From an optimization exercise on the open Yosys and OpenROAD flow, aimed at small area; shortcuts taken in it are not production practice. In this exercise RTL edits were held to simulation tests only and were not proved equivalent to the original. Power figures rest on the tool's default switching activity, not on a simulated workload. The flow treats the clock pin as an ideal source, which a real chip does not have.

## flow/flow/run.sh

```bash
#!/bin/bash
# The standard ORFS layout with two changes: the ports get buf_2 buffers instead of the
# default delay-cell buffers, and clock tree synthesis uses clkbuf_16 with larger sink
# clusters and no dummy loads. Synthesis is the standard one, run unchanged.
set -euo pipefail
bash standard.sh synth > synth.log 2>&1
bash standard.sh \
  "BUFFER_PORTS_ARGS=-buffer_cell sky130_fd_sc_hd__buf_2" \
  "CTS_ARGS=-sink_clustering_enable -repair_clock_nets -dont_use_dummy_load -buf_list sky130_fd_sc_hd__clkbuf_16 -sink_clustering_size 30 -sink_clustering_max_diameter 100" \
  finish > layout.log 2>&1
```

## flow/standard.sh

```bash
#!/bin/bash
# synth_recipe.tcl (not shown) runs the flow's synth.tcl, then flattens the netlist and writes it again
# the make line also repeats each setting of config.mk as NAME=value (left out here)
make -C /OpenROAD-flow-scripts/flow DESIGN_CONFIG=/design/flow/config.mk WORK_HOME=/design/flow/orfs CLKGATE_MAP_FILE= SYNTH_SCRIPT=/design/flow/synth_recipe.tcl "${@:-finish}"
```

## flow/config.mk

```make
export PLATFORM = sky130hd
export DESIGN_NAME = reg_file_sb
export DESIGN_NICKNAME = reg_file_sb
export VERILOG_FILES = /design/flow/design.v
export SDC_FILE = /design/flow/constraint.sdc
export NUM_CORES = 4
export LEC_CHECK = 0
export CAP_MARGIN = 20
export CORE_MARGIN = 2
export CORE_UTILIZATION = 55
export SLEW_MARGIN = 20
export SYNTH_HIERARCHICAL = 1
```

## flow/constraint.sdc

```tcl
create_clock -name core_clock -period 7.0 [get_ports {CLK}]
set_input_delay 1.4000 -clock core_clock [delete_from_list [all_inputs] [get_ports {CLK}]]
set_output_delay 1.4000 -clock core_clock [all_outputs]
set_load 0.01 [all_outputs]
```

## flow/design.v

```verilog
module reg_scoreboard
#(
    parameter int ADDR_W = 5
)(
    input  logic                    clk,
    input  logic                    rst_n,
    input  logic                    i_armed,
    input  logic                    i_commit,
    input  logic [ADDR_W-1:0]       i_commit_addr,
    input  logic [(1<<ADDR_W)-1:1]  i_commit_sel,
    input  logic [(1<<ADDR_W)-1:1]  i_keep,
    input  logic                    i_issue_en,
    input  logic [ADDR_W-1:0]       i_issue_addr,
    output logic [(1<<ADDR_W)-1:1]  o_busy,
    output logic                    o_issue_ready,
    output logic [ADDR_W:0]         o_pend_cnt
);
    localparam int DEPTH = 1 << ADDR_W;
    logic [DEPTH-1:1] w_isel;
    logic             w_busy_iss;
    logic             w_busy_wr;
    logic             w_same;
    logic             w_issue_acc;
    logic             w_set;
    logic             w_clr;
    logic [ADDR_W:0]  r_pend_cnt;
    reg_file_dec  u_idec (.i_addr(i_issue_addr), .i_en(i_armed), .o_sel(w_isel));
    reg_file_ao31 u_biss (.i_sel(w_isel), .i_d(o_busy), .o_d(w_busy_iss));
    reg_file_ao31 u_bwr  (.i_sel(i_commit_sel), .i_d(o_busy), .o_d(w_busy_wr));
    assign w_same      = i_commit && (i_commit_addr == i_issue_addr);
    assign w_issue_acc = i_armed && i_issue_en && (i_issue_addr != '0) && (!w_busy_iss || w_same);
    assign w_set       = w_issue_acc && !w_busy_iss;
    assign w_clr       = w_busy_wr && !(w_issue_acc && w_same);
    reg_scoreboard_busy u_busy (.clk(clk), .i_set(w_issue_acc), .i_sel(w_isel), .i_keep(i_keep), .o_busy(o_busy));
    always_ff @(posedge clk or negedge rst_n) begin
        if (!rst_n)
            r_pend_cnt <= '0;
        else if (w_set != w_clr)
            r_pend_cnt <= w_set ? r_pend_cnt + 1'b1 : r_pend_cnt - 1'b1;
    end
    assign o_issue_ready = !w_busy_iss;
    assign o_pend_cnt    = r_pend_cnt;
endmodule
module reg_scoreboard_busy (
    input  logic        clk,
    input  logic        i_set,
    input  logic [31:1] i_sel,
    input  logic [31:1] i_keep,
    output logic [31:1] o_busy
);
    always_ff @(posedge clk)
        o_busy <= (i_sel & {31{i_set}}) | (i_keep & o_busy);
endmodule
module reg_file_sb
#(
    parameter int DATA_W = 32,
    parameter int ADDR_W = 5
)(
    input  logic              CLK,
    input  logic              RESETN,
    input  logic [ADDR_W-1:0] RD1_ADDR,
    input  logic [ADDR_W-1:0] RD2_ADDR,
    output logic [DATA_W-1:0] RD1_DATA,
    output logic [DATA_W-1:0] RD2_DATA,
    output logic              RD1_BUSY,
    output logic              RD2_BUSY,
    input  logic              WR_EN,
    input  logic              WR_VALID,
    input  logic [ADDR_W-1:0] WR_ADDR,
    input  logic [DATA_W-1:0] WR_DATA,
    input  logic              ISSUE_EN,
    input  logic [ADDR_W-1:0] ISSUE_ADDR,
    output logic              ISSUE_READY,
    output logic [ADDR_W:0]   PEND_CNT
);
    localparam int DEPTH = 1 << ADDR_W;
    logic [DATA_W-1:0] w_q [DEPTH];
    logic              r_armed;
    logic              w_commit;
    logic [DEPTH-1:1]  w_wsel;
    logic [DEPTH-1:1]  w_keep;
    logic [DEPTH-1:0]  w_sel1, w_sel2;
    logic [DEPTH-1:1]  w_busy;
    assign w_commit = r_armed && WR_EN && WR_VALID && (WR_ADDR != '0);
    always_ff @(posedge CLK or negedge RESETN) begin
        if (!RESETN)
            r_armed <= 1'b0;
        else
            r_armed <= 1'b1;
    end
    reg_file_dec u_wdec (.i_addr(WR_ADDR), .i_en(w_commit), .o_sel(w_wsel));
    assign w_keep = {(DEPTH-1){r_armed}} & ~w_wsel;
    reg_file_deck u_rdec1 (.i_addr(RD1_ADDR), .i_en(r_armed), .i_kill(w_wsel), .o_sel(w_sel1[DEPTH-1:1]));
    reg_file_deck u_rdec2 (.i_addr(RD2_ADDR), .i_en(r_armed), .i_kill(w_wsel), .o_sel(w_sel2[DEPTH-1:1]));
    assign w_sel1[0] = w_commit && (WR_ADDR == RD1_ADDR);
    assign w_sel2[0] = w_commit && (WR_ADDR == RD2_ADDR);
    for (genvar i = 1; i < DEPTH; i++) begin : g_row
        reg_file_row #(.W(DATA_W)) u_row (
            .clk   (CLK),
            .i_wr  (w_wsel[i]),
            .i_keep(w_keep[i]),
            .i_d   (WR_DATA),
            .o_q   (w_q[i])
        );
    end
    reg_scoreboard #(.ADDR_W(ADDR_W)) u_sb (
        .clk           (CLK),
        .rst_n         (RESETN),
        .i_armed       (r_armed),
        .i_commit      (w_commit),
        .i_commit_addr (WR_ADDR),
        .i_commit_sel  (w_wsel),
        .i_keep        (w_keep),
        .i_issue_en    (ISSUE_EN),
        .i_issue_addr  (ISSUE_ADDR),
        .o_busy        (w_busy),
        .o_issue_ready (ISSUE_READY),
        .o_pend_cnt    (PEND_CNT)
    );
    reg_file_ao31 u_rb1 (.i_sel(w_sel1[DEPTH-1:1]), .i_d(w_busy), .o_d(RD1_BUSY));
    reg_file_ao31 u_rb2 (.i_sel(w_sel2[DEPTH-1:1]), .i_d(w_busy), .o_d(RD2_BUSY));
    assign w_q[0] = WR_DATA;
    for (genvar b = 0; b < DATA_W; b++) begin : g_rd
        logic [DEPTH-1:0] w_col;
        for (genvar i = 0; i < DEPTH; i++) begin : g_col
            assign w_col[i] = w_q[i][b];
        end
        reg_file_rdbit u_rd1 (.i_sel(w_sel1), .i_d(w_col), .o_d(RD1_DATA[b]));
        reg_file_rdbit u_rd2 (.i_sel(w_sel2), .i_d(w_col), .o_d(RD2_DATA[b]));
    end
endmodule
module reg_file_row
#(
    parameter int W = 32
)(
    input  logic         clk,
    input  logic         i_wr,
    input  logic         i_keep,
    input  logic [W-1:0] i_d,
    output logic [W-1:0] o_q
);
    always_ff @(posedge clk)
        o_q <= ({W{i_wr}} & i_d) | ({W{i_keep}} & o_q);
endmodule
module reg_file_dec (
    input  logic [4:0]  i_addr,
    input  logic        i_en,
    output logic [31:1] o_sel
);
    always_comb
        for (int i = 1; i < 32; i++)
            o_sel[i] = i_en && (i_addr == i);
endmodule
module reg_file_deck (
    input  logic [4:0]  i_addr,
    input  logic        i_en,
    input  logic [31:1] i_kill,
    output logic [31:1] o_sel
);
    always_comb
        for (int i = 1; i < 32; i++)
            o_sel[i] = i_en && (i_addr == i) && !i_kill[i];
endmodule
module reg_file_rdbit (
    input  logic [31:0] i_sel,
    input  logic [31:0] i_d,
    output logic        o_d
);
    logic [11:0] w_n;
    logic [2:0]  w_p;
    for (genvar k = 0; k < 10; k++) begin : g_aoi
        reg_file_aoi222 u_aoi (.a(i_sel[3*k+2:3*k]), .b(i_d[3*k+2:3*k]), .y(w_n[k]));
    end
    reg_file_nand2  u_a30 (.a(i_sel[30]), .b(i_d[30]), .y(w_n[10]));
    reg_file_nand2  u_a31 (.a(i_sel[31]), .b(i_d[31]), .y(w_n[11]));
    reg_file_nand4  u_n0 (.a(w_n[3:0]), .y(w_p[0]));
    reg_file_nand4  u_n1 (.a(w_n[7:4]), .y(w_p[1]));
    reg_file_nand4  u_n2 (.a(w_n[11:8]), .y(w_p[2]));
    reg_file_or3    u_o  (.a(w_p), .y(o_d));
endmodule
module reg_file_ao31 (
    input  logic [31:1] i_sel,
    input  logic [31:1] i_d,
    output logic        o_d
);
    logic [10:0] w_n;
    logic [2:0]  w_p;
    for (genvar k = 0; k < 10; k++) begin : g_aoi
        reg_file_aoi222 u_aoi (.a(i_sel[3*k+3:3*k+1]), .b(i_d[3*k+3:3*k+1]), .y(w_n[k]));
    end
    reg_file_nand2  u_a31 (.a(i_sel[31]), .b(i_d[31]), .y(w_n[10]));
    reg_file_nand4  u_n0 (.a(w_n[3:0]), .y(w_p[0]));
    reg_file_nand4  u_n1 (.a(w_n[7:4]), .y(w_p[1]));
    reg_file_nand3  u_n2 (.a(w_n[10:8]), .y(w_p[2]));
    reg_file_or3    u_o  (.a(w_p), .y(o_d));
endmodule
module reg_file_aoi222 (input logic [2:0] a, input logic [2:0] b, output logic y);
    assign y = !(|(a & b));
endmodule
module reg_file_nand2 (input logic a, input logic b, output logic y);
    assign y = !(a && b);
endmodule
module reg_file_nand3 (input logic [2:0] a, output logic y);
    assign y = !(&a);
endmodule
module reg_file_nand4 (input logic [3:0] a, output logic y);
    assign y = !(&a);
endmodule
module reg_file_or3 (input logic [2:0] a, output logic y);
    assign y = |a;
endmodule
```

==> flow_metrics.tcl, run 1 <==
set metrics [dict create \
    slew_viol_final 0 \
    ys.flop_type "dfxtp_1" \
    synth_top_family_by_area "compound AO/OA/AOI/OAI gates" \
    overflow 0 \
    fp.dieArea_sq_um 79600 \
    wirelength_mm 209 \
    cp.arrival_ns 5.47 \
    grt_max_degree 45 \
    port-buffer-count 129 \
    cts_setup_buffers 0 \
    synthAdderAreaFrac_pct 0.165 \
    ios 130 \
    crit_path_start_kind "input port" \
    synth-xor-area-share_pct 0.450 \
    ys_types 42 \
    synth_cells 3606 \
    numClockSinks 1030 \
    fillers 6446 \
    post_synth.cell_area_avg_sq_um 11.8 \
    grt_pass1_wl_mm 289 \
    htree_num_levels 2 \
    nets 3834 \
    cts.clk_slew.worst_paths_ns 0.12 \
    core_area_sq_um 77100 \
    route.vias.total 42900 \
    reg2reg_from "r_armed" \
    worst_slack_ns 0.132 \
    die_x_um 282 \
    drc 0 \
    yosys-top-cells-count "dfxtp_1 (1023), a22o_1 (960), a222oi_1 (680), nand4_1 (204), buf_6 (189)" \
    antenna_left 0 \
    drive_above_1_share_pct 15.2 \
    post-route-period-util_pct 98.1 \
    power.density_nw_per_um2 210 \
    syn_nets 3668 \
    status "timing/DRC/antenna clean" \
    startpoint "WR_VALID" \
    path_class "input port to primary output" \
    leakage_uw 0.0166 \
    crit_fanout 33 \
    slowest_stage "nand4_1" \
    cts_tree "yes" \
    clockBufferDepth 3 \
    dpl_worst_slack_ns 0.503 \
    synth_top_area_share_pct 48.1 \
    hold_viol 0 \
    rsz0062_at_grt "no" \
    synth-async-reset-ratio_pct 0.680 \
    synthMuxAreaShare_pct 0.129 \
    place_congestion 1.03 \
    synthesis.area_sq_um 42600 \
    synth_seq_area_share_pct 48.5 \
    synth_area_leaders "dfxtp_1 (48%), a22o_1 (20%), a222oi_1 (16%)" \
    areaGrowthSynthToFinish_pct 7.87 \
    numCtsBuffers 41 \
    dr.pass1.iters 12 \
    synth.yosys.warnings 14 \
    worst_ir_drop_vdd_mv 0.168 \
    post-dp-hpwl_mm 128 \
    grt.total_usage_pct 50.0 \
    antenna_found_initial 31 \
    cpPeakStageDelay_ns 0.75 \
    fin_crit_ns 6.87 \
    drv_cap 0 \
    synth_top_cell_by_area "dfxtp_1" \
    setup_violations 0 \
    fp-row-count 102 \
    clkLatencyLatePin_ns 0.66 \
    slew_headroom_pct 10.3 \
    start_util_pct 55.2 \
    tns_ns 0 \
    synth_compound_area_share_pct 37.5 \
    root_buffer "clkbuf_16" \
    synthSimpleGateAreaFrac_pct 8.10 \
    grt_pass1_vias 39600 \
    drt_iter0_markers 13000 \
    path_cells "buf_2 > and3_1 > o21ai_2 > inv_1 > or4b_4 > nor2_4 > nor3_4 > buf_4 > a222oi_1 > nand4_1 > or3_1 > buf_2" \
    hold_start "u_sb.r_pend_cnt[5]" \
    skew_ns 0.0626 \
    cpMostUsedCell "buf_2" \
    cts_hold_buf 0 \
    synth_edf_count 0 \
    cts_resized 0 \
    die_h_um 282 \
    hp-class "flop to flop" \
    wl_per_cell_um 43.4 \
    fmax_mhz 146 \
    yosys_register_bits 1030 \
    critPathCaptureType "primary output" \
    synth_most_common_cell "dfxtp_1" \
    viasPerCell 8.90 \
    worstPathRequired_ns 5.60 \
    worst_pin_slew_ns 1.34 \
    hold_ws_ns 0.486 \
]
-- routing by layer --
layer	wire length, um	GRT usage [%]
met1	71100	61.8
met2	82200	69.6
met3	36700	21.8
met4	18700	34.7
met5	193	0.122
-- worst max-delay path: cells and delay by family --
| family | cells | cell delay [ns] |
|---|---|---|
| simple gates | 6 | 2.62 |
| buf+inv | 4 | 0.82 |
| compound gates | 2 | 0.55 |
-- per-module statistics from Yosys (local to each module, per instance), a selection --
| module | flops+latches | area [sq um] | times used | cells inside |
|---|---|---|---|---|
| reg_file_aoi222 | 0 | 10.0 | 680 | 1 |
| reg_file_sb | 1 | 374 | 1 | 54 |
| reg_file_or3 | 0 | 6.26 | 68 | 1 |
| reg_file_dec | 0 | 230 | 2 | 46 |
| reg_file_nand3 | 0 | 5.00 | 4 | 1 |
| reg_scoreboard_busy | 31 | 927 | 1 | 65 |
| reg_file_deck | 0 | 280 | 2 | 46 |
| reg_file_nand4 | 0 | 6.26 | 200 | 1 |
| reg_file_nand2 | 0 | 3.75 | 132 | 1 |
-- sequential cells by signal, summed over array words and instances, names as in the netlist --
register / count
g_row.u_row.o_q: 992
r_armed: 1
u_sb.r_pend_cnt: 6
u_sb.u_busy.o_busy: 31
-- cell families (layout without fill, tap and decap cells) --
kind of cell | count (synthesis) | after routing
compound gates | 1716 | 1716
flops | 1030 | 1030
other cells | 1 | 10
buf+inv | 207 | 371
simple gates | 621 | 621
fa+ha+maj | 5 | 5
xor+xnor | 21 | 21
mux | 5 | 5
-- where the power goes --
group,leakage (uW),switching (uW),internal (uW),total (uW)
Clock,0.000505,1890,1060,2960
Sequential,0.00832,41.2,5900,5940
Combinational,0.00782,561,166,727
Total,0.0166,2490,7130,9630
-- through the flow --
stage | cells | utilization, % | area, sq um | power [uW]
after floorplan | 3606 | - | 42600 | 6380
after global placement | 4758 | 57.9 | 44600 | 6720
after detailed placement | 4760 | 57.9 | 44600 | 6740
after CTS | 4801 | 59.2 | 45700 | 9520
after global routing | 4810 | 59.5 | 45900 | 9790
final | 4819 | 59.6 | 45900 | 9630
-- cell usage in the layout (no fill, tap or decap), types with 3 or more instances in the layout --
cell type	count
nor2b_4	31
nand3_1	6
mux2_1	4
buf_12	9
ha_1	4
buf_4	183
buf_16	5
nor3_4	11
dfxtp_1	1023
a22o_1	960
or3_1	69
nand4b_1	12
a222oi_1	680
a21oi_1	3
nand2_1	139
a22o_2	63
xnor2_1	15
dfrtp_1	6
clkbuf_16	41
nand4_1	204
nand2b_1	8
diode_2	9
or2_2	5
xor2_1	5
nand4bb_1	12
nor3_2	51
buf_2	129
nor2_4	31
nor2_1	32
-- cell type report --
class	count	area [sq um]	share of cell area [%]
inverter	3	12.5	0.0273
tap	1040	1300	2.83
multi-input combinational	2369	20500	44.7
sequential	1030	20700	45.0
antenna	9	22.5	0.0491
timing repair buffer	327	2350	5.12
clock buffer	41	1030	2.23
-- path summary, 6_finish.rpt --
path,end,slack [ns],cells after the start
max,RD1_DATA[18],0.13,12
min,u_sb.r_pend_cnt[5],0.49,1
max reg2reg,u_sb.r_pend_cnt[5],2.31,16
min reg2reg,u_sb.r_pend_cnt[5],0.49,1
max in group asynchronous,r_armed,6.22,1
min in group asynchronous,u_sb.r_pend_cnt[5],0.57,1
==> inputs of run 2 (changes only) <==
==> flow/flow/run.sh (replaced) <==
#!/bin/bash
# The standard ORFS layout with three changes: the ports get buf_2 buffers instead of the
# default delay-cell buffers; clock tree synthesis uses clkbuf_16 with larger sink clusters
# and no dummy loads; and global routing ends with ORFS's power-recovery pass, which
# downsizes gates that have slack. Synthesis is the standard one, run unchanged.
set -euo pipefail
bash standard.sh synth > synth.log 2>&1
bash standard.sh \
  "BUFFER_PORTS_ARGS=-buffer_cell sky130_fd_sc_hd__buf_2" \
  "CTS_ARGS=-sink_clustering_enable -repair_clock_nets -dont_use_dummy_load -buf_list sky130_fd_sc_hd__clkbuf_16 -sink_clustering_size 30 -sink_clustering_max_diameter 100" \
  RECOVER_POWER=100 \
  finish > layout.log 2>&1
--- a/flow/config.mk
+++ b/flow/config.mk
@@ -7,6 +7,6 @@
 export LEC_CHECK = 0
 export CAP_MARGIN = 20
 export CORE_MARGIN = 2
-export CORE_UTILIZATION = 55
+export CORE_UTILIZATION = 40
 export SLEW_MARGIN = 20
 export SYNTH_HIERARCHICAL = 1
==> run 2 against run 1 <==
  * The layout now fails its checks (max-capacitance violations, max-slew violations, negative setup slack)
  * Hold slack is essentially flat
  * Cell count grew 7.3%
  * Global-route usage fell by 13 points
  * Count of clock-buffer cells in the layout stayed put
  * Largest power group unchanged
==> flow_metrics.tcl, run 2 <==
set metrics [dict create \
    hold_start "u_sb.r_pend_cnt[5]" \
    worst_pin_slew_ns 3.73 \
    place_congestion 0.973 \
    slew_viol_final 1331 \
    cp.arrival_ns 7.75 \
    port-buffer-count 129 \
    wirelength_mm 212 \
    dr.pass1.iters 21 \
    hp-class "flop to flop" \
    fillers 10100 \
    numCtsBuffers 41 \
    clockBufferDepth 3 \
    fp-row-count 119 \
    skew_ns 0.0520 \
    crit_path_start_kind "input port" \
    worst_slack_ns -0.189 \
    fmax_mhz 139 \
    critPathCaptureType "flop" \
    synth-async-reset-ratio_pct 0.680 \
    htree_num_levels 2 \
    slew_headroom_pct -149 \
    hold_ws_ns 0.486 \
    wl_per_cell_um 40.9 \
    cts.clk_slew.worst_paths_ns 0.12 \
    path_class "input port to flop" \
    yosys-top-cells-count "dfxtp_1 (1023), a22o_1 (960), a222oi_1 (680), nand4_1 (204), buf_6 (189)" \
    grt_pass1_wl_mm 295 \
    grt.total_usage_pct 37.1 \
    yosys_register_bits 1030 \
    cts_tree "yes" \
    status "complete, but fails checks" \
    grt_pass1_vias 38800 \
    cts_hold_buf 0 \
    holdPathStages 1 \
    ys.flop_type "dfxtp_1" \
    final_cell_mix "dfxtp_1 (1023), a22o_1 (960), a222oi_1 (680)" \
    synth_top_area_share_pct 48.1 \
    leakage_uw 0.0160 \
    synthesis.area_sq_um 42600 \
    ios 130 \
    dpl_worst_slack_ns 0.369 \
    crit_fanout 34 \
    drv_cap 49 \
    synth_edf_count 0 \
    fp.dieArea_sq_um 109000 \
    die_x_um 330 \
    syn_nets 3668 \
    drt_iter0_markers 12800 \
    r2r_setup_slack_ns 0.42 \
    reg2reg_from "r_armed" \
    antenna_found_initial 22 \
    final_common_cell "dfxtp_1" \
    start_util_pct 40.4 \
    areaGrowthSynthToFinish_pct 7.25 \
    synth_seq_area_share_pct 48.5 \
    cts_resized 0 \
    synth_cells 3606 \
    post-dp-hpwl_mm 128 \
    cts_setup_buffers 0 \
    post_synth.cell_area_avg_sq_um 11.8 \
    clkLatencyLatePin_ns 0.67 \
    root_buffer "clkbuf_16" \
    fin_cells 5169 \
    drc 0 \
    antenna_left 0 \
    drive_above_1_share_pct 11.1 \
    rsz0062_at_grt "no" \
    worstPathRequired_ns 7.56 \
    synth_top_cell_by_area "dfxtp_1" \
    nets 3834 \
    worst_ir_drop_vdd_mv 0.247 \
    min_to "u_sb.r_pend_cnt[5]" \
    setup_violations 20 \
    ys_types 42 \
    regMostFlops "g_row.u_row.o_q" \
    die_h_um 330 \
    synth_area_leaders "dfxtp_1 (48%), a22o_1 (20%), a222oi_1 (16%)" \
    tns_ns -3.38 \
    r2r-end "g_row[15].u_row.o_q[31]" \
    overflow 0 \
    power.density_nw_per_um2 210 \
    place_inst 5117 \
    r2r_cells 9 \
    fin_crit_ns 7.19 \
    viasPerCell 8.15 \
    post-route-period-util_pct 103 \
    synth.yosys.warnings 14 \
    synth_most_common_cell "dfxtp_1" \
    numClockSinks 1030 \
    p_total_uw 9610 \
    failed_checks "max-capacitance violations, max-slew violations, negative setup slack" \
    route.vias.total 42100 \
    grt_max_degree 58 \
    largestRegisters "g_row.u_row.o_q (992), u_sb.u_busy.o_busy (31), u_sb.r_pend_cnt (6)" \
    core_area_sq_um 105000 \
    largest_register_ffs 992 \
    hold_viol 0 \
]
## run 2: cells by family (layout without fill, tap and decap cells)
family                   after synthesis  count (layout)  share of synthesized area (%)
AND/OR/NAND/NOR                      621             621                           8.10
multiplexers                           5               5                          0.129
flip-flops                          1030            1030                           48.5
other                                  1               9                        0.00881
adder cells (fa/ha/maj)                5               5                          0.165
buffers and inverters                207             371                           5.16
XOR/XNOR                              21              21                          0.450
AO/OA/AOI/OAI                       1716            1716                           37.5
## run 2: power breakdown
group          switching, uW  internal [uW]  leakage, uW  total [uW]
sequential              40.6           5900      0.00832        5940
clock                   1910           1060     0.000505        2970
combinational            555            141      0.00722         696
total                   2500           7110       0.0160        9610
## run 2: area by class of cell
type	instances	area, sq um	share of cell area [%]
Tap cell	1391	1740	3.81
Timing Repair Buffer	327	2110	4.63
Clock buffer	41	1030	2.25
Multi-Input combinational cell	2369	20100	44.0
Inverter	3	12.5	0.0274
Sequential cell	1030	20700	45.2
Antenna cell	8	20.0	0.0439
## run 2: worst max-delay path by stage
| stage | from | end | slack (ns) | cells after the start |
|---|---|---|---|---|
| after floorplan | WR_ADDR[1] | RD1_BUSY | 0.61 | 9 |
| after global placement | WR_ADDR[2] | RD1_DATA[20] | 0.46 | 13 |
| final | WR_ADDR[4] | g_row[15].u_row.o_q[31] | -0.19 | 10 |
| after CTS | WR_ADDR[2] | RD1_DATA[14] | 0.37 | 13 |
| after detailed placement | WR_ADDR[2] | RD1_DATA[28] | 0.37 | 13 |
| after global routing | WR_ADDR[2] | g_row[15].u_row.o_q[29] | 0.07 | 10 |
## run 2: metal layers
metal  track usage (%)  vias to the layer above  part of all wire [%]
met4              23.9                       14                   8.3
met1              48.6                    20500                    36
li1                  -                    16500                     -
met5              1.91                        -                  0.11
met2              50.9                     4273                    39
met3              13.7                      907                    16
## run 2: metrics by stage
step,area [sq um],utilization (%)
after global placement,45300,43.0
after detailed placement,45400,43.0
after floorplan,42600,-
final,45700,43.3
after CTS,46400,44.0
after global routing,45600,43.3
## run 2: critical path, stage by stage
cell and delay, ns:
buf_2 0.22, or4_1 0.16, o21ai_2 0.08, inv_1 0.21, nand4b_1 0.34, nor2_1 0.35, clkbuf_1 2.26, nor2b_1 1.51
clkbuf_2 0.78, a22o_2 0.40
## run 2: modules after synthesis, one instance, submodules excluded, excerpt
module / flops+latches / copies in the design
reg_file_nand2: 0 / 132
reg_file_dec: 0 / 2
reg_file_or3: 0 / 68
reg_file_nand4: 0 / 200
reg_file_nand3: 0 / 4
reg_file_aoi222: 0 / 680
reg_scoreboard_busy: 31 / 1
reg_file_deck: 0 / 2
reg_file_sb: 1 / 1
==> inputs of run 3 (changes only) <==
--- a/flow/design.v
+++ b/flow/design.v
@@ -48,8 +48,9 @@
     input  logic [31:1] i_keep,
     output logic [31:1] o_busy
 );
-    always_ff @(posedge clk)
-        o_busy <= (i_sel & {31{i_set}}) | (i_keep & o_busy);
+    for (genvar i = 1; i < 32; i++) begin : g_bit
+        reg_file_bit u_bit (.clk(clk), .i_wr(i_sel[i]), .i_keep(i_keep[i]), .i_d(i_set), .o_q(o_busy[i]));
+    end
 endmodule
 module reg_file_sb
 #(
@@ -139,8 +140,19 @@
     input  logic [W-1:0] i_d,
     output logic [W-1:0] o_q
 );
+    for (genvar b = 0; b < W; b++) begin : g_bit
+        reg_file_bit u_bit (.clk(clk), .i_wr(i_wr), .i_keep(i_keep), .i_d(i_d[b]), .o_q(o_q[b]));
+    end
+endmodule
+module reg_file_bit (
+    input  logic clk,
+    input  logic i_wr,
+    input  logic i_keep,
+    input  logic i_d,
+    output logic o_q
+);
     always_ff @(posedge clk)
-        o_q <= ({W{i_wr}} & i_d) | ({W{i_keep}} & o_q);
+        o_q <= (i_wr && i_d) || (i_keep && o_q);
 endmodule
 module reg_file_dec (
     input  logic [4:0]  i_addr,
==> flow/flow/run.sh (replaced) <==
#!/bin/bash
# The standard ORFS layout with two changes: the ports get buf_2 buffers instead of the
# default delay-cell buffers, and clock tree synthesis uses clkbuf_8 with sink clusters
# of up to 16 and no dummy loads. Synthesis is the standard one, run unchanged.
set -euo pipefail
bash standard.sh synth > synth.log 2>&1
bash standard.sh \
  "BUFFER_PORTS_ARGS=-buffer_cell sky130_fd_sc_hd__buf_2" \
  "CTS_ARGS=-sink_clustering_enable -repair_clock_nets -dont_use_dummy_load -buf_list sky130_fd_sc_hd__clkbuf_8 -sink_clustering_size 16 -sink_clustering_max_diameter 80" \
  finish > layout.log 2>&1
--- a/flow/config.mk
+++ b/flow/config.mk
@@ -7,6 +7,6 @@
 export LEC_CHECK = 0
 export CAP_MARGIN = 20
 export CORE_MARGIN = 2
-export CORE_UTILIZATION = 40
+export CORE_UTILIZATION = 55
 export SLEW_MARGIN = 20
 export SYNTH_HIERARCHICAL = 1
==> run 3 against run 2 <==
  * Now clean on timing, DRC and antenna
  * Synthesized cell count decreased by 5.2%
  * Maximum frequency increased by 5.6%
  * Sequential cell count unchanged
  * Global-route usage increased by 16 points
  * Routed wire length decreased by 1.3%
  * Sequential share of layout area about the same
  * Combinational power increased by 3%
  * Area after synthesis decreased by 5.2%
  * First-iteration DRC count decreased by 4.9%
  * Cell count decreased by 7.6%
  * Power decreased by 0.46%
  * Critical endpoint is now RD2_DATA[26]
==> flow_metrics.tcl, run 3 <==
set metrics [dict create \
    fmax_mhz 147 \
    cts_hold_buf 0 \
    p_int_uw 7020 \
    wl_per_cell_um 43.7 \
    worstPathRequired_ns 5.60 \
    drive_above_1_share_pct 14.3 \
    cts_setup_buffers 0 \
    grt.total_usage_pct 53.0 \
    worst_ir_drop_vdd_mv 0.209 \
    rsz0062_at_grt "no" \
    power.density_nw_per_um2 210 \
    post_synth.cell_area_avg_sq_um 11.8 \
    synth_area_leaders "dfxtp_1 (51%), a22o_1 (22%), a222oi_1 (17%)" \
    tns_ns 0 \
    final_cell_mix "a22o_1 (1023), dfxtp_1 (1023), a222oi_1 (680)" \
    drt_iter0_markers 12200 \
    critPathCaptureType "primary output" \
    core_area_sq_um 72800 \
    seq_area_sq_um 20700 \
    slew_viol_final 0 \
    hp-class "flop to flop" \
    ys_types 40 \
    leakage_uw 0.0166 \
    cts_tree "yes" \
    synth_top_cell_by_area "dfxtp_1" \
    root_buffer "clkbuf_8" \
    setup_violations 0 \
    switching_power_uw 2550 \
    synth_edf_count 0 \
    viasPerCell 9.18 \
    fin_cells 4775 \
    seqPwrFrac_pct 62.1 \
    p_comb_share_pct 7.5 \
    clkLatencyLatePin_ns 0.75 \
    clockBufferDepth 3 \
    synthesis.area_sq_um 40400 \
    start_util_pct 55.4 \
    regMostFlops "g_row.u_row.g_bit.u_bit.o_q" \
    crit_fanout 21 \
    syn_nets 3479 \
    numClockSinks 1030 \
    overflow 0 \
    wirelength_mm 209 \
    fillers 5751 \
    grt_max_degree 58 \
    synth-async-reset-ratio_pct 0.680 \
    yosys_register_bits 1030 \
    antenna_left 0 \
    p_clk_share_pct 30.4 \
    p_total_uw 9570 \
    synth.yosys.warnings 13 \
    synth_top_area_share_pct 50.7 \
    synth_cells 3417 \
    fp.dieArea_sq_um 75600 \
    route.vias.total 43800 \
    htree_num_levels 3 \
    skew_ns 0.0697 \
    slew_headroom_pct 12.9 \
    antenna_found_initial 18 \
    largest_register_ffs 992 \
    drc 0 \
    numCtsBuffers 74 \
    cts.clk_slew.worst_paths_ns 0.10 \
    place_inst 4687 \
    ios 130 \
    multiInputGateArea_sq_um 20400 \
    grt_pass1_wl_mm 293 \
    post-dp-hpwl_mm 123 \
    synth_seq_area_share_pct 51.2 \
    grt_pass1_vias 41800 \
    largestRegisters "g_row.u_row.g_bit.u_bit.o_q (992), u_sb.u_busy.g_bit.u_bit.o_q (31), u_sb.r_pend_cnt (6)" \
    drv_cap 0 \
    ys.flop_type "dfxtp_1" \
    post-route-period-util_pct 97.3 \
    die_x_um 275 \
    fp-row-count 99 \
    cts_resized 0 \
    areaGrowthSynthToFinish_pct 13.1 \
    crit_path_start_kind "input port" \
    switching_share_pct 26.6 \
    worst_pin_slew_ns 1.30 \
    yosys-top-cells-count "a22o_1 (1023), dfxtp_1 (1023), a222oi_1 (680), nand4_1 (204), nand2_1 (139)" \
    hold_viol 0 \
    nets 3866 \
    cp.arrival_ns 5.41 \
    port-buffer-count 129 \
    path_class "input port to primary output" \
    die_h_um 275 \
    status "timing/DRC/antenna clean" \
    place_congestion 1.04 \
    fin_crit_ns 6.81 \
    dr.pass1.iters 15 \
]
-- run 3: changes by cell type in the layout (fill, tap and decap cells not counted), moves of 29 or more --
cell       previous run  this run
nor2_1               61        32
a22o_1              960      1023
buf_4               110       185
clkbuf_1             93         0
clkbuf_8              0        74
clkbuf_16            41         0
buf_2                74       129
nor2_4                2        31
a22o_2               63         0
-- run 3: area by class of cell --
class                      instances  share of cell area [%]
sequential                      1030                    45.2
antenna                           14                  0.0767
timing repair buffer             326                    5.02
inverter                           3                  0.0274
multi-input combinational       2369                    44.8
clock buffer                      74                    2.23
tap                              959                    2.63
-- run 3: kinds of logic (layout without fill, tap and decap cells) --
family | Yosys count | in the layout | share of synthesized area (%)
AOI/OAI and AO/OA | 1716 | 1716 | 39.3
xor gates and xnor gates | 21 | 21 | 0.474
adders and majority gates | 5 | 5 | 0.174
buffers and inverters | 18 | 403 | 0.170
DFF | 1030 | 1030 | 51.2
muxes | 5 | 5 | 0.136
other | 1 | 15 | 0.00929
and+or+nand+nor | 621 | 621 | 8.54
-- run 3: metrics by stage --
step                      hold WS (ns)  util [%]  cell area (sq um)  setup WS, ns
after detailed placement         0.466      61.2              44600         0.602
after global placement           0.463      61.1              44500         0.642
final                            0.480      62.7              45700         0.192
after floorplan                  0.460         -              40400         0.358
after global routing             0.467      62.6              45600         0.104
after CTS                        0.468      62.6              45600         0.603
-- run 3: per-module statistics from Yosys (local to each module, per instance), a selection --
module | flip-flops and latches | cells | cell area, sq um
reg_file_aoi222 | 0 | 1 | 10.0
reg_file_bit | 1 | 2 | 28.8
reg_file_dec | 0 | 46 | 230
reg_file_deck | 0 | 46 | 280
reg_file_nand2 | 0 | 1 | 3.75
reg_file_nand3 | 0 | 1 | 5.00
reg_file_nand4 | 0 | 1 | 6.26
reg_file_or3 | 0 | 1 | 6.26
reg_file_sb | 1 | 54 | 374
-- run 3: power by group through the flow --
| stage | sequential, uW | clock (uW) | combinational, uW |
|---|---|---|---|
| after CTS | 5940 | 2880 | 663 |
| after floorplan | 6080 | 0 | 246 |
| after global routing | 5950 | 3080 | 712 |
| final | 5940 | 2910 | 714 |
| after global placement | 6070 | 0 | 644 |
| after detailed placement | 6070 | 0 | 662 |
-- run 3: worst paths after layout --
kind                                    startpoint            endpoint  slack (ns)  cells past startpoint
worst max-delay path                    WR_ADDR[3]        RD2_DATA[26]        0.19                     12
worst min-delay path            u_sb.r_pend_cnt[5]  u_sb.r_pend_cnt[5]        0.48                      1
worst max register to register             r_armed  u_sb.r_pend_cnt[4]        2.56                     12
worst min register to register  u_sb.r_pend_cnt[5]  u_sb.r_pend_cnt[5]        0.48                      1
max in group asynchronous                   RESETN             r_armed        6.32                      1
min in group asynchronous                   RESETN  u_sb.r_pend_cnt[3]        0.49                      1
-- run 3: critical path: stages --
cell,delay (ns)
buf_2,0.24
or4_4,0.18
o21ai_2,0.08
inv_1,0.23
nand4bb_1,0.49
nor2_4,0.56
nor3_2,0.11
buf_4,0.33
a222oi_1,0.33
nand4_1,0.62
or3_1,0.64
buf_2,0.17
-- run 3: routing by layer --
| layer | GRT usage [%] | share of wire, % |
|---|---|---|
| met5 | 1.32 | 0.072 |
| met4 | 43.9 | 10 |
| met3 | 24.2 | 18 |
| met2 | 72.4 | 39 |
| met1 | 63.1 | 32 |

[port drivers added, routing unchanged]
Ports are ideal in the flow. The routed layouts listed here were re-timed in OpenROAD.
Step 1: set_driving_cell puts a clkbuf_16 on CLK and a buf_2 on each other input, an assumption about the parent block.
Step 2, shift: input delay + t, output delay - t, t = (earliest + latest rising clock arrival at the registers) / 2. This alone moves slack from input paths to output paths.
a / b / c = ideal / step 1 / step 2; a / b = the first two.
run | t (ns) | setup WS [ns] | pins driven straight from the clock port
run 1 | 0.701 | 0.132 / 0.066 / 0.066 | 1
run 2 | 0.708 | -0.189 / -0.131 / -0.839 | 1
run 3 | 0.790 | 0.192 / 0.072 / 0.072 | 1
The setup slack of run 2, which loses most, moves by +0.058 ns with the drivers and by -0.650 ns with both steps.
